Context: an optimization exercise on an open-source flow, tuned for small area, a short achievable clock period and few clock cycles per item. The choices shown serve that exercise and are no tape-out recipe.
RTL that was checked went through simulation tests only; none was proved equivalent to the original.

==> branch yarrow <==
## muldiv_sequencer
module muldiv_sequencer #(
  parameter bit FAST_SPECIAL = 1'b1,
  parameter int XLEN         = 64
) (
  input  logic        clk_i,
  input  logic        rst_i,
  input  logic        start_i,
  input  logic [2:0]  funct3_i,
  input  logic        word_i,
  input  logic [63:0] op1_i,
  input  logic [63:0] op2_i,
  input  logic        kill_i,
  output logic        stall_o,
  output logic        busy_o,
  output logic        done_o,
  output logic [63:0] result_o
);
  localparam logic [2:0] S_IDLE = 3'd0, S_MUL = 3'd1, S_FIN = 3'd2, S_DPREP = 3'd3,
                         S_DIV = 3'd4, S_DNEG = 3'd5, S_DONE = 3'd6;
  logic [2:0]  state_q, state_d;
  logic [5:0]  cnt_q;         
  logic        last_q;        
  logic [1:0]  ncls_q;        
  logic        mulh_q;        
  logic        rem_q;         
  logic        dsgn_q;        
  logic        an_q;          
  logic        dnegr_q;       
  logic        word_q;        
  logic        msign_q;       
  logic [3:0]  bone_q, btwo_q, bneg_q;   
  logic [66:0] a_q;           
  logic        cin_q;         
  logic [64:0] hs_q;          
  logic [64:0] hc_q;          
  logic [63:0] lo_q;          
  logic idle, accept;
  assign idle   = (state_q == S_IDLE);
  assign accept = idle & start_i & ~kill_i;
  function automatic logic [11:0] booth4(input logic [8:0] bb);   
    logic [3:0] one, two, neg;
    for (int j = 0; j < 4; j++) begin
      one[j] = bb[2*j+1] ^ bb[2*j];
  ...
make LEC_CHECK=0 CAP_MARGIN=20 CORE_MARGIN=2 CORE_UTILIZATION=65 PLACE_DENSITY=0.75 SETUP_SLACK_MARGIN=5 SLEW_MARGIN=20 finish   # period 10.0 ns
run.sh (not shown) runs the stock make flow with config.mk's settings and CLKGATE_MAP_FILE= SYNTH_SCRIPT=/design/flow/synth_recipe.tcl, a recipe that flattens the netlist after the stock synthesis.
==> branch tundra: changes against branch yarrow <==
--- a/flow/design.v
+++ b/flow/design.v
@@ -21,16 +21,21 @@
   logic [5:0]  cnt_q;         
   logic        last_q;        
   logic [1:0]  ncls_q;        
   logic        mulh_q;        
   logic        rem_q;         
   logic        dsgn_q;        
   logic        an_q;          
+  logic        bn_q;          
+  logic [6:0]  za_q, zb_q;
+  logic        apow_q;        
   logic        dnegr_q;       
   logic        word_q;        
+  logic        hi32_q;        
+  logic        skip_q;        
   logic        msign_q;       
   logic [3:0]  bone_q, btwo_q, bneg_q;   
   logic [66:0] a_q;           
   logic        cin_q;         
   logic [64:0] hs_q;          
   logic [64:0] hc_q;          
   logic [63:0] lo_q;          
@@ -42,19 +47,30 @@
     for (int j = 0; j < 4; j++) begin
       one[j] = bb[2*j+1] ^ bb[2*j];
       two[j] = (bb[2*j+2] & ~bb[2*j+1] & ~bb[2*j]) | (~bb[2*j+2] & bb[2*j+1] & bb[2*j]);
       neg[j] = bb[2*j+2] & ~(bb[2*j+1] & bb[2*j]);
     end
     booth4 = {one, two, neg};
   endfunction
-  function automatic logic [1:0] len_class(input logic [64:0] v);
-    if ((&v[64:15]) | ~(|v[64:15]))      len_class = 2'd0;
-    else if ((&v[64:31]) | ~(|v[64:31])) len_class = 2'd1;
-    else if (v[64] == v[63])             len_class = 2'd2;
-    else                                 len_class = 2'd3;
+  function automatic logic [1:0] len_class(input logic [63:0] v, input logic w, input logic sg);
+    logic m1, m0, u1, u0, f16, f32, f64;
+    m1  = &v[31:15];
+    m0  = ~(|v[31:15]);
+    u1  = &v[63:32];
+    u0  = ~(|v[63:32]);
+    if (w) begin
+      f16 = m0 | (sg & m1);
+      f32 = 1'b1;
+      f64 = 1'b1;
+    end else begin
+      f16 = (m0 & u0) | (sg & m1 & u1);
+      f32 = (~v[31] & u0) | (sg & v[31] & u1);
+      f64 = sg | ~v[63];
+    end
+    len_class = f16 ? 2'd0 : f32 ? 2'd1 : f64 ? 2'd2 : 2'd3;
   endfunction
   function automatic logic [6:0] clz64(input logic [63:0] v);
     logic [63:0]  z, nz;
     logic [383:0] c, nc;    
     z = ~v;
     c = '0;
     for (int l = 0; l < 6; l++) begin
@@ -87,32 +103,36 @@
     padd = (a ^ b) ^ g[67:0];
   endfunction
   localparam logic [71:0] KB0 = 72'd0 - (72'h5555 << 57);
   localparam logic [71:0] KB1 = 72'd0 - (72'h5555_5555 << 41);
   localparam logic [71:0] KB2 = 72'd0 - (72'h5555_5555_5555_5555 << 9);
   localparam logic [71:0] KB3 = 72'd0 - (72'h55_5555_5555_5555_5555 << 1);
   logic [2:0]  op_in;
-  logic        is_div_in, a_signed, b_signed, an_in;
+  logic        is_div_in, a_signed, b_signed, an_in, bn_in;
   logic [64:0] a_x, b_x, m_x, c_x;
+  logic [63:0] ad_x, bd_x;
   logic [1:0]  ncls_a, ncls_b, ncls_m;
   logic        swap;
   always_comb begin
     op_in     = (word_i & ~funct3_i[2]) ? 3'b000 : funct3_i;
     is_div_in = op_in[2];
     a_signed  = is_div_in ? ~op_in[0] : ((op_in == 3'b000) | (op_in == 3'b001) | (op_in == 3'b010));
     b_signed  = is_div_in ? ~op_in[0] : ((op_in == 3'b000) | (op_in == 3'b001));
     a_x       = word_i ? {{33{a_signed & op1_i[31]}}, op1_i[31:0]} : {a_signed & op1_i[63], op1_i};
     b_x       = word_i ? {{33{b_signed & op2_i[31]}}, op2_i[31:0]} : {b_signed & op2_i[63], op2_i};
     an_in     = is_div_in & a_x[64];
-    ncls_a    = len_class(a_x);
-    ncls_b    = len_class(b_x);
+    bn_in     = is_div_in & b_x[64];
+    ncls_a    = len_class(op1_i, word_i, a_signed);
+    ncls_b    = len_class(op2_i, word_i, b_signed);
     swap      = ~is_div_in & (ncls_a < ncls_b);
     ncls_m    = swap ? ncls_a : ncls_b;
     m_x       = swap ? a_x : b_x;
     c_x       = swap ? b_x : (a_x ^ {65{an_in}});
+    ad_x      = a_x[63:0] ^ {64{an_in}};    
+    bd_x      = b_x[63:0] ^ {64{bn_in}};
   end
   function automatic logic [145:0] csa(input logic [72:0] x, input logic [72:0] y, input logic [72:0] z);
     logic [72:0] s, c;
     s = x ^ y ^ z;
     c = (x & y) | (x & z) | (y & z);
     csa = {s, c[71:0], 1'b0};
   endfunction
@@ -183,51 +203,50 @@
         2'd0:    mres = {{48{x[127]}}, x[127:112]};
         2'd1:    mres = {{32{x[127]}}, x[127:96]};
         2'd2:    mres = x[127:64];
         default: mres = x[119:56];
       endcase
     end
   end
-  logic        an, bn, bzero, dneg;
+  logic        an, bn, bzero, dneg, apow;
   logic [63:0] ax, bx, araw;
   logic [7:0]  dlen;
   logic [6:0]  za, zb;
   logic [6:0]  dsh;
   logic [66:0] bsh;
   always_comb begin
     an    = an_q;
-    bn    = dsgn_q & lo_q[63];
+    bn    = bn_q;
     ax    = a_q[63:0];
     araw  = a_q[63:0] ^ {64{an}};
-    bx    = lo_q ^ {64{bn}};
+    bx    = lo_q;
     bzero = (lo_q == 64'd0);
-    za    = clz64(ax);
-    zb    = clz64(bx);
-    dlen  = {1'b0, zb} - {1'b0, za} + {7'd0, an};
+    za    = za_q;
+    zb    = zb_q;
+    apow  = apow_q;
+    dlen  = {1'b0, zb} - {1'b0, za} + {7'd0, apow};
     dneg  = dlen[7];
     dsh   = dlen[6:0] | 7'd1;
     bsh   = ({{3{bn}}, lo_q} << dsh) ^ {67{~bn}};
   end
   always_ff @(posedge clk_i or negedge rst_i) begin
     if (!rst_i) begin
       lo_q   <= '0;
       word_q <= 1'b0;
+      hi32_q <= 1'b0;
     end else begin
       if (accept) begin
         lo_q   <= m_x[63:0];
         word_q <= word_i;
+        hi32_q <= ~is_div_in & word_i & (ncls_m == 2'd1);
       end else begin
         case (state_q)
           S_MUL: lo_q <= {lowsum[7:0], lo_q[63:8]};
           S_FIN: lo_q <= mres;
-          S_DPREP: begin
-            if (bzero)     lo_q <= rem_q ? araw : 64'hFFFF_FFFF_FFFF_FFFF;
-            else if (dneg) lo_q <= rem_q ? araw : 64'd0;
-            else           lo_q <= 64'd0;
-          end
+          S_DPREP: lo_q <= (bzero | dneg) ? (rem_q ? araw : {64{bzero}}) : 64'd0;
           S_DIV:  lo_q <= (last_q && rem_q) ? rem2 : qn;
           S_DNEG: lo_q <= t1[63:0];
           default: ;
         endcase
       end
     end
   end
@@ -240,14 +259,19 @@
       msign_q <= m_x[64];
       {bone_q, btwo_q, bneg_q} <= bsel_acc;
       ncls_q  <= ncls_m;
       mulh_q  <= (op_in[1:0] != 2'b00);
       rem_q   <= op_in[1];
       dsgn_q  <= ~op_in[0];
       an_q    <= an_in;
+      za_q    <= clz64(ad_x);
+      apow_q  <= an_in & ~(|({1'b0, ad_x[63:1]} & ~ad_x));
+      zb_q    <= clz64(bd_x);
+      skip_q  <= ~is_div_in & (word_i ? (ncls_m == 2'd1) : (op_in[1:0] == 2'b00 && ncls_m == 2'd2));
+      bn_q    <= bn_in;
       last_q  <= 1'b0;
       case (ncls_m)
         2'd0:    cnt_q <= 6'd1;
         2'd1:    cnt_q <= 6'd3;
         2'd2:    cnt_q <= 6'd7;
         default: cnt_q <= 6'd8;
       endcase
@@ -260,19 +284,19 @@
           cin_q  <= lowsum[8];
           {bone_q, btwo_q, bneg_q} <= bsel_nxt;
           cnt_q  <= cnt_q - 6'd1;
           last_q <= (cnt_q == 6'd1);
         end
         S_DPREP: begin
           hs_q    <= {1'b0, t1[63:0]};
-          a_q     <= bsh;
-          cin_q   <= ~bn;
           cnt_q   <= dlen[6:1];
           last_q  <= (dlen[6:1] == 6'd0);
           dnegr_q <= rem_q ? an : (an ^ bn);
+          a_q     <= bsh;
+          cin_q   <= ~bn;
         end
         S_DIV: begin
           if (last_q && dnegr_q) begin
             hs_q  <= '0;
             a_q   <= {3'b111, ~(rem_q ? rem2 : qn)};
             cin_q <= 1'b1;
           end else begin
@@ -282,30 +306,40 @@
           cnt_q  <= cnt_q - 6'd1;
           last_q <= (cnt_q == 6'd1);
         end
         default: ;
       endcase
     end
   end
+  logic busy_q, done_q;
   always_ff @(posedge clk_i or negedge rst_i) begin
-    if (!rst_i) state_q <= S_IDLE;
-    else        state_q <= state_d;
+    if (!rst_i) begin
+      state_q <= S_IDLE;
+      busy_q  <= 1'b0;
+      done_q  <= 1'b0;
+    end else begin
+      state_q <= state_d;
+      busy_q  <= (state_d != S_IDLE) && (state_d != S_DONE);
+      done_q  <= (state_d == S_DONE);
+    end
   end
   always_comb begin
     state_d = state_q;
     case (state_q)
       S_IDLE:  if (accept) state_d = is_div_in ? S_DPREP : S_MUL;
-      S_MUL:   if (last_q) state_d = S_FIN;
+      S_MUL:   if (last_q) state_d = skip_q ? S_DONE : S_FIN;
       S_FIN:   state_d = S_DONE;
       S_DPREP: state_d = (bzero | dneg) ? S_DONE : S_DIV;
       S_DIV:   if (last_q) state_d = dnegr_q ? S_DNEG : S_DONE;
       S_DNEG:  state_d = S_DONE;
       S_DONE:  state_d = S_IDLE;
       default: state_d = S_IDLE;
     endcase
     if (kill_i && state_q != S_IDLE && state_q != S_DONE) state_d = S_IDLE;
   end
-  assign busy_o  = (state_q != S_IDLE) & (state_q != S_DONE);
-  assign done_o  = (state_q == S_DONE);
-  assign stall_o = busy_o | accept;
-  assign result_o = {word_q ? {32{lo_q[31]}} : lo_q[63:32], lo_q[31:0]};
+  assign busy_o  = busy_q;
+  assign done_o  = done_q;
+  assign stall_o = busy_q | accept;
+  logic [31:0] lo32;
+  assign lo32     = hi32_q ? lo_q[63:32] : lo_q[31:0];
+  assign result_o = {word_q ? {32{lo32[31]}} : lo_q[63:32], lo32};
 endmodule
Settings changed: CORE_UTILIZATION 65 to 40, PLACE_DENSITY 0.75 to 0.68, TNS_END_PERCENT set to 5.
==> comparison table <==
item                                                                     branch yarrow  branch tundra
Outcome                                                      aborted with a tool error  timing/DRC/antenna clean
Failing step                                                  global routing (5_1_grt)              -
Netlist area before placement                                                55880 um2      56590 um2
Starting density of the core                                                    0.6563         0.4012
Sequential element share of the synthesized area                                0.1275         0.1358
Post-CTS setup repair buffer count                                                 209             83
Number of CTS-inserted buffers                                                      41             44
Register bit count reported by yosys                                               292            311
Cell count after synthesis                                                        7396           7429
Async set-or-reset flop fraction in the synthesized netlist                     0.2329         0.2283
Mux cell area share after synthesis                                            0.04281        0.05107
Post-synthesis compound-gate area fraction                                      0.2987         0.3024
Die extent in y                                                               297.2 um       380.1 um
DIE WIDTH                                                                     297.2 um       380.1 um
Distinct cell type count of the synthesized netlist                                122             93
Synthesized-area fraction occupied by adder cells                               0.1977         0.1948
Placed cell count                                                                 8321           9117
Xor/xnor cell area share of the yosys netlist                                  0.09746        0.09673
RD Place Congestion                                                              1.275          1.117
Synth Area in Simple Gates                                                      0.1465         0.1364
Clock sink count                                                                   292            311
Testbench counts of branch tundra, summed over its fixed seeds: cycles 11,560, items 1,600.
For branch yarrow, only the layout was checked, not whether the RTL still works.

---

==> job 2162: inputs <==
Another version of the RTL of muldiv_sequencer (not shown whole).
export LEC_CHECK = 0
export CAP_MARGIN = 20
export CORE_MARGIN = 2
export CORE_UTILIZATION = 40
export SETUP_SLACK_MARGIN = 5
export SLEW_MARGIN = 20
export TNS_END_PERCENT = 5
create_clock -name core_clock -period 10.0 [get_ports {clk_i}]
==> job 3725 (differences from job 2162) <==
--- a/flow/design.v
+++ b/flow/design.v
@@ -30,44 +30,45 @@
   logic        apow_q;        
   logic        dnegr_q;       
   logic        word_q;        
   logic        hi32_q;        
   logic        skip_q;        
-  logic [5:0]  bone_q, btwo_q, bneg_q;   
+  logic        msign_q;       
+  logic [3:0]  bone_q, btwo_q, bneg_q;   
   logic [66:0] a_q;           
   logic        cin_q;         
   logic [64:0] hs_q;          
   logic [64:0] hc_q;          
-  logic [71:0] lo_q;          
+  logic [63:0] lo_q;          
   logic idle, accept;
   assign idle   = (state_q == S_IDLE);
   assign accept = idle & start_i & ~kill_i;
-  function automatic logic [17:0] booth6(input logic [12:0] bb);   
-    logic [5:0] one, two, neg;
-    for (int j = 0; j < 6; j++) begin
+  function automatic logic [11:0] booth4(input logic [8:0] bb);   
+    logic [3:0] one, two, neg;
+    for (int j = 0; j < 4; j++) begin
       one[j] = bb[2*j+1] ^ bb[2*j];
       two[j] = (bb[2*j+2] & ~bb[2*j+1] & ~bb[2*j]) | (~bb[2*j+2] & bb[2*j+1] & bb[2*j]);
       neg[j] = bb[2*j+2] & ~(bb[2*j+1] & bb[2*j]);
     end
-    booth6 = {one, two, neg};
+    booth4 = {one, two, neg};
   endfunction
   function automatic logic [1:0] len_class(input logic [63:0] v, input logic w, input logic sg);
-    logic m1, m0, h1, h0, u1, u0, f12, f36;
-    m1  = &v[31:11];
-    m0  = ~(|v[31:11]);
-    h1  = &v[34:32];
-    h0  = ~(|v[34:32]);
-    u1  = &v[63:35];
-    u0  = ~(|v[63:35]);
+    logic m1, m0, u1, u0, f16, f32, f64;
+    m1  = &v[31:15];
+    m0  = ~(|v[31:15]);
+    u1  = &v[63:32];
+    u0  = ~(|v[63:32]);
     if (w) begin
-      f12 = m0 | (sg & m1);
-      f36 = 1'b1;
+      f16 = m0 | (sg & m1);
+      f32 = 1'b1;
+      f64 = 1'b1;
     end else begin
-      f12 = (m0 & h0 & u0) | (sg & m1 & h1 & u1);
-      f36 = u0 | (sg & u1);
+      f16 = (m0 & u0) | (sg & m1 & u1);
+      f32 = (~v[31] & u0) | (sg & v[31] & u1);
+      f64 = sg | ~v[63];
     end
-    len_class = f12 ? 2'd0 : f36 ? 2'd1 : 2'd2;
+    len_class = f16 ? 2'd0 : f32 ? 2'd1 : f64 ? 2'd2 : 2'd3;
   endfunction
   function automatic logic [6:0] clz64(input logic [63:0] v);
     logic [63:0]  z, nz;
     logic [383:0] c, nc;    
     z = ~v;
@@ -99,13 +100,14 @@
       g = ng;
       p = np;
     end
     padd = (a ^ b) ^ g[67:0];
   endfunction
-  localparam logic [75:0] KB0 = 76'd0 - (76'h555 << 65);
-  localparam logic [75:0] KB1 = 76'd0 - (76'h5_5555_5555 << 41);
-  localparam logic [75:0] KB2 = 76'd0 - (76'h55_5555_5555_5555_5555 << 5);
+  localparam logic [71:0] KB0 = 72'd0 - (72'h5555 << 57);
+  localparam logic [71:0] KB1 = 72'd0 - (72'h5555_5555 << 41);
+  localparam logic [71:0] KB2 = 72'd0 - (72'h5555_5555_5555_5555 << 9);
+  localparam logic [71:0] KB3 = 72'd0 - (72'h55_5555_5555_5555_5555 << 1);
   logic [2:0]  op_in;
   logic        is_div_in, a_signed, b_signed, an_in, bn_in;
   logic [64:0] a_x, b_x, m_x, c_x;
   logic [63:0] ad_x, bd_x;
   logic [1:0]  ncls_a, ncls_b, ncls_m;
@@ -121,53 +123,51 @@
     bn_in     = is_div_in & b_x[64];
     ncls_a    = len_class(op1_i, word_i, a_signed);
     ncls_b    = len_class(op2_i, word_i, b_signed);
     swap      = ~is_div_in & (ncls_a < ncls_b);
     ncls_m    = swap ? ncls_a : ncls_b;
-    m_x       = swap ? a_x : b_x;
+    m_x       = swap ? a_x : (b_x ^ {65{bn_in}});
     c_x       = swap ? b_x : (a_x ^ {65{an_in}});
     ad_x      = a_x[63:0] ^ {64{an_in}};    
     bd_x      = b_x[63:0] ^ {64{bn_in}};
   end
-  function automatic logic [155:0] csa(input logic [77:0] x, input logic [77:0] y, input logic [77:0] z);
-    logic [77:0] s, c;
+  function automatic logic [145:0] csa(input logic [72:0] x, input logic [72:0] y, input logic [72:0] z);
+    logic [72:0] s, c;
     s = x ^ y ^ z;
     c = (x & y) | (x & z) | (y & z);
-    csa = {s, c[76:0], 1'b0};
+    csa = {s, c[71:0], 1'b0};
   endfunction
-  logic [77:0] rw [6];
-  logic [77:0] xv, ms, mc;
-  logic [12:0] lowsum;
+  logic [72:0] rw [4];
+  logic [72:0] xv, ms, mc;
+  logic [8:0]  lowsum;
   always_comb begin
     logic [65:0]  mag, pp;
-    logic [75:0]  kb;
-    logic [77:0]  s1, c1, s2, c2, s3, c3, s4, c4, s5, c5, s6, c6;
-    for (int j = 0; j < 6; j++) begin
+    logic [71:0]  kb;
+    logic [72:0]  s1, c1, s2, c2, s3, c3, s4, c4;
+    for (int j = 0; j < 4; j++) begin
       mag   = ({66{bone_q[j]}} & {a_q[64], a_q[64:0]}) | ({66{btwo_q[j]}} & {a_q[64:0], 1'b0});
       pp    = mag ^ {66{bneg_q[j]}};
-      rw[j] = {12'd0, ~pp[65], pp[64:0]} << (2*j);
+      rw[j] = {7'd0, ~pp[65], pp[64:0]} << (2*j);
     end
     case (ncls_q)
       2'd0:    kb = KB0;
       2'd1:    kb = KB1;
-      default: kb = KB2;
+      2'd2:    kb = KB2;
+      default: kb = KB3;
     endcase
-    xv = {2'b00, last_q ? kb : 76'd0}
-       | {67'd0, bneg_q[5], 1'b0, bneg_q[4], 1'b0, bneg_q[3], 1'b0, bneg_q[2], 1'b0, bneg_q[1], 1'b0, bneg_q[0]};
+    xv = {1'b0, last_q ? kb : 72'd0} | {66'd0, bneg_q[3], 1'b0, bneg_q[2], 1'b0, bneg_q[1], 1'b0, bneg_q[0]};
     {s1, c1} = csa(rw[0], rw[1], rw[2]);
-    {s2, c2} = csa(rw[3], rw[4], rw[5]);
-    {s3, c3} = csa({13'd0, hs_q}, {13'd0, hc_q}, xv);
-    {s4, c4} = csa(s1, c1, s2);
-    {s5, c5} = csa(c2, s3, c3);
-    {s6, c6} = csa(s4, c4, s5);
-    {ms, mc} = csa(s6, c6, c5);
-    lowsum   = {1'b0, ms[11:0]} + {1'b0, mc[11:0]} + {12'd0, cin_q};
+    {s2, c2} = csa({8'd0, hs_q}, {8'd0, hc_q}, rw[3]);
+    {s3, c3} = csa(s1, c1, s2);
+    {s4, c4} = csa(s3, c3, c2);
+    {ms, mc} = csa(s4, c4, xv);
+    lowsum   = {1'b0, ms[7:0]} + {1'b0, mc[7:0]} + {8'd0, cin_q};
   end
-  logic [17:0] bsel_acc, bsel_nxt;
+  logic [11:0] bsel_acc, bsel_nxt;
   always_comb begin
-    bsel_acc = swap ? booth6({a_x[11:0], 1'b0}) : booth6({b_x[11:0], 1'b0});
-    bsel_nxt = booth6({lo_q[23:12], lo_q[11]});
+    bsel_acc = swap ? booth4({a_x[7:0], 1'b0}) : booth4({b_x[7:0], 1'b0});
+    bsel_nxt = booth4({(cnt_q == 6'd1 && ncls_q == 2'd3) ? {8{msign_q}} : lo_q[15:8], lo_q[7]});
   end
   logic [67:0] t1, t2, t3, x3s, x3c;
   logic [66:0] ah;
   logic        ge1, ge2;
   logic [63:0] rem2, qn;
@@ -188,23 +188,24 @@
     endcase
     qn = {lo_q[61:0], ge1, ge2};
   end
   logic [63:0] mres;
   always_comb begin
-    logic [135:0] x;
+    logic [127:0] x;
     x = {t1[63:0], lo_q};
     if (!mulh_q) begin
       case (ncls_q)
-        2'd0:    mres = x[123:60];
-        2'd1:    mres = x[99:36];
+        2'd0:    mres = x[111:48];
+        2'd1:    mres = x[95:32];
         default: mres = x[63:0];
       endcase
     end else begin
       case (ncls_q)
-        2'd0:    mres = {{52{x[135]}}, x[135:124]};
-        2'd1:    mres = {{28{x[135]}}, x[135:100]};
-        default: mres = x[127:64];
+        2'd0:    mres = {{48{x[127]}}, x[127:112]};
+        2'd1:    mres = {{32{x[127]}}, x[127:96]};
+        2'd2:    mres = x[127:64];
+        default: mres = x[119:56];
       endcase
     end
   end
   logic        an, bn, bzero, dneg, apow;
   logic [63:0] ax, bx, araw;
@@ -215,37 +216,37 @@
   always_comb begin
     an    = an_q;
     bn    = bn_q;
     ax    = a_q[63:0];
     araw  = a_q[63:0] ^ {64{an}};
-    bx    = lo_q[63:0];
-    bzero = (lo_q[63:0] == 64'd0);
+    bx    = lo_q;
+    bzero = (lo_q == 64'd0) & ~bn;
     za    = za_q;
     zb    = zb_q;
     apow  = apow_q;
     dlen  = {1'b0, zb} - {1'b0, za} + {7'd0, apow};
     dneg  = dlen[7];
     dsh   = dlen[6:0] | 7'd1;
-    bsh   = ({{3{bn}}, lo_q[63:0]} << dsh) ^ {67{~bn}};
+    bsh   = ~(({3'b000, lo_q} << dsh) | ~({67{1'b1}} << dsh) & {67{bn}});
   end
   always_ff @(posedge clk_i or negedge rst_i) begin
     if (!rst_i) begin
       lo_q   <= '0;
       word_q <= 1'b0;
       hi32_q <= 1'b0;
     end else begin
       if (accept) begin
-        lo_q   <= {{7{m_x[64]}}, m_x};
+        lo_q   <= m_x[63:0];
         word_q <= word_i;
         hi32_q <= ~is_div_in & word_i & (ncls_m == 2'd1);
       end else begin
         case (state_q)
-          S_MUL: lo_q <= {lowsum[11:0], lo_q[71:12]};
-          S_FIN: lo_q <= {8'd0, mres};
-          S_DPREP: lo_q <= {8'd0, (bzero | dneg) ? (rem_q ? araw : {64{bzero}}) : 64'd0};
-          S_DIV:  lo_q <= {8'd0, (last_q && rem_q) ? rem2 : qn};
-          S_DNEG: lo_q <= {8'd0, t1[63:0]};
+          S_MUL: lo_q <= {lowsum[7:0], lo_q[63:8]};
+          S_FIN: lo_q <= mres;
+          S_DPREP: lo_q <= (bzero | dneg) ? (rem_q ? araw : {64{bzero}}) : 64'd0;
+          S_DIV:  lo_q <= (last_q && rem_q) ? rem2 : qn;
+          S_DNEG: lo_q <= t1[63:0];
           default: ;
         endcase
       end
     end
   end
@@ -253,34 +254,36 @@
     if (accept) begin
       a_q     <= {{2{c_x[64]}}, c_x};
       cin_q   <= an_in;
       hs_q    <= '0;
       hc_q    <= '0;
+      msign_q <= m_x[64];
       {bone_q, btwo_q, bneg_q} <= bsel_acc;
       ncls_q  <= ncls_m;
       mulh_q  <= (op_in[1:0] != 2'b00);
       rem_q   <= op_in[1];
       dsgn_q  <= ~op_in[0];
       an_q    <= an_in;
       za_q    <= clz64(ad_x);
       apow_q  <= an_in & ~(|({1'b0, ad_x[63:1]} & ~ad_x));
       zb_q    <= clz64(bd_x);
       skip_q  <= ~is_div_in & (word_i ? (ncls_m == 2'd1) : (op_in[1:0] == 2'b00 && ncls_m == 2'd2));
-      last_q  <= ~is_div_in & (ncls_m == 2'd0);
       bn_q    <= bn_in;
+      last_q  <= 1'b0;
       case (ncls_m)
-        2'd0:    cnt_q <= 6'd0;
-        2'd1:    cnt_q <= 6'd2;
-        default: cnt_q <= 6'd5;
+        2'd0:    cnt_q <= 6'd1;
+        2'd1:    cnt_q <= 6'd3;
+        2'd2:    cnt_q <= 6'd7;
+        default: cnt_q <= 6'd8;
       endcase
     end else begin
       case (state_q)
         S_MUL: begin
-          hs_q   <= ms[76:12];
-          if (last_q) a_q <= {2'b00, mc[76:12]};
-          else        hc_q <= mc[76:12];
-          cin_q  <= lowsum[12];
+          hs_q   <= ms[72:8];
+          if (last_q) a_q <= {2'b00, mc[72:8]};
+          else        hc_q <= mc[72:8];
+          cin_q  <= lowsum[8];
           {bone_q, btwo_q, bneg_q} <= bsel_nxt;
           cnt_q  <= cnt_q - 6'd1;
           last_q <= (cnt_q == 6'd1);
         end
         S_DPREP: begin
@@ -335,8 +338,8 @@
   end
   assign busy_o  = busy_q;
   assign done_o  = done_q;
   assign stall_o = busy_q | accept;
   logic [31:0] lo32;
-  assign lo32     = hi32_q ? lo_q[67:36] : lo_q[31:0];
+  assign lo32     = hi32_q ? lo_q[63:32] : lo_q[31:0];
   assign result_o = {word_q ? {32{lo32[31]}} : lo_q[63:32], lo32};
 endmodule
==> flow_summary.yaml <==
worst_setup_path:
  critPathCapture: "lo_q[56]"
placement:
  place_area_um2: 62600
layout:
  antennaDiodeCount: 20
  largest_register_ff_count: 67
cts:
  cts_sinks: 311
status:
  status: "timing/DRC/antenna clean"
sta:
  tightest_slew_ns: 1.34
floorplan:
  start_util_pct: 40.1
the above is filed under job 3725

==> flow_summary.yaml <==
status:
  status: "timing/DRC/antenna clean"
cts:
  cts_sinks: 324
layout:
  antennaDiodeCount: 24
  largest_register_ff_count: 72
sta:
  tightest_slew_ns: 1.31
worst_setup_path:
  critPathCapture: "a_q[11]"
floorplan:
  start_util_pct: 40.2
the above is filed under job 2162

Testbench counts of job 2162, summed over its fixed seeds: cycles 10,519, items 1,600.
Testbench counts of job 3725, summed over its fixed seeds: cycles 11,560, items 1,600.

what the ideal ports hide:
How much do the figures lean on ideal ports? The routed layouts below were timed once more, with nothing changed but the port constraints.
Step 1 sets driving cells, clkbuf_16 on the clock port and buf_2 on the other inputs (assumed; they add their load-dependent delay and slew).
Step 2 adds t to the input delays and takes it off the output delays; t is the mean of the earliest and latest rising clock arrival at the registers after step 1. Input paths then give back, and output paths get back, about the clock's delay inside the block.
Slacks: no drivers / after step 1 / after step 2; pairs: no drivers / after step 1.
| run | t, ns | setup slack, ns | worst register clock-pin slew, ns |
|---|---|---|---|
| branch tundra | 0.734 | 4.450 / 4.450 / 3.872 | 0.07 / 0.07 |
| job 2162 | 0.785 | 4.485 / 4.485 / 3.876 | 0.07 / 0.07 |
| job 3725 | 0.766 | 4.606 / 4.606 / 4.076 | 0.08 / 0.08 |
After both steps setup and hold are still met in every run listed. The setup slack of job 2162, which loses most, moves by 0.000 ns with the drivers and by -0.609 ns with both steps.
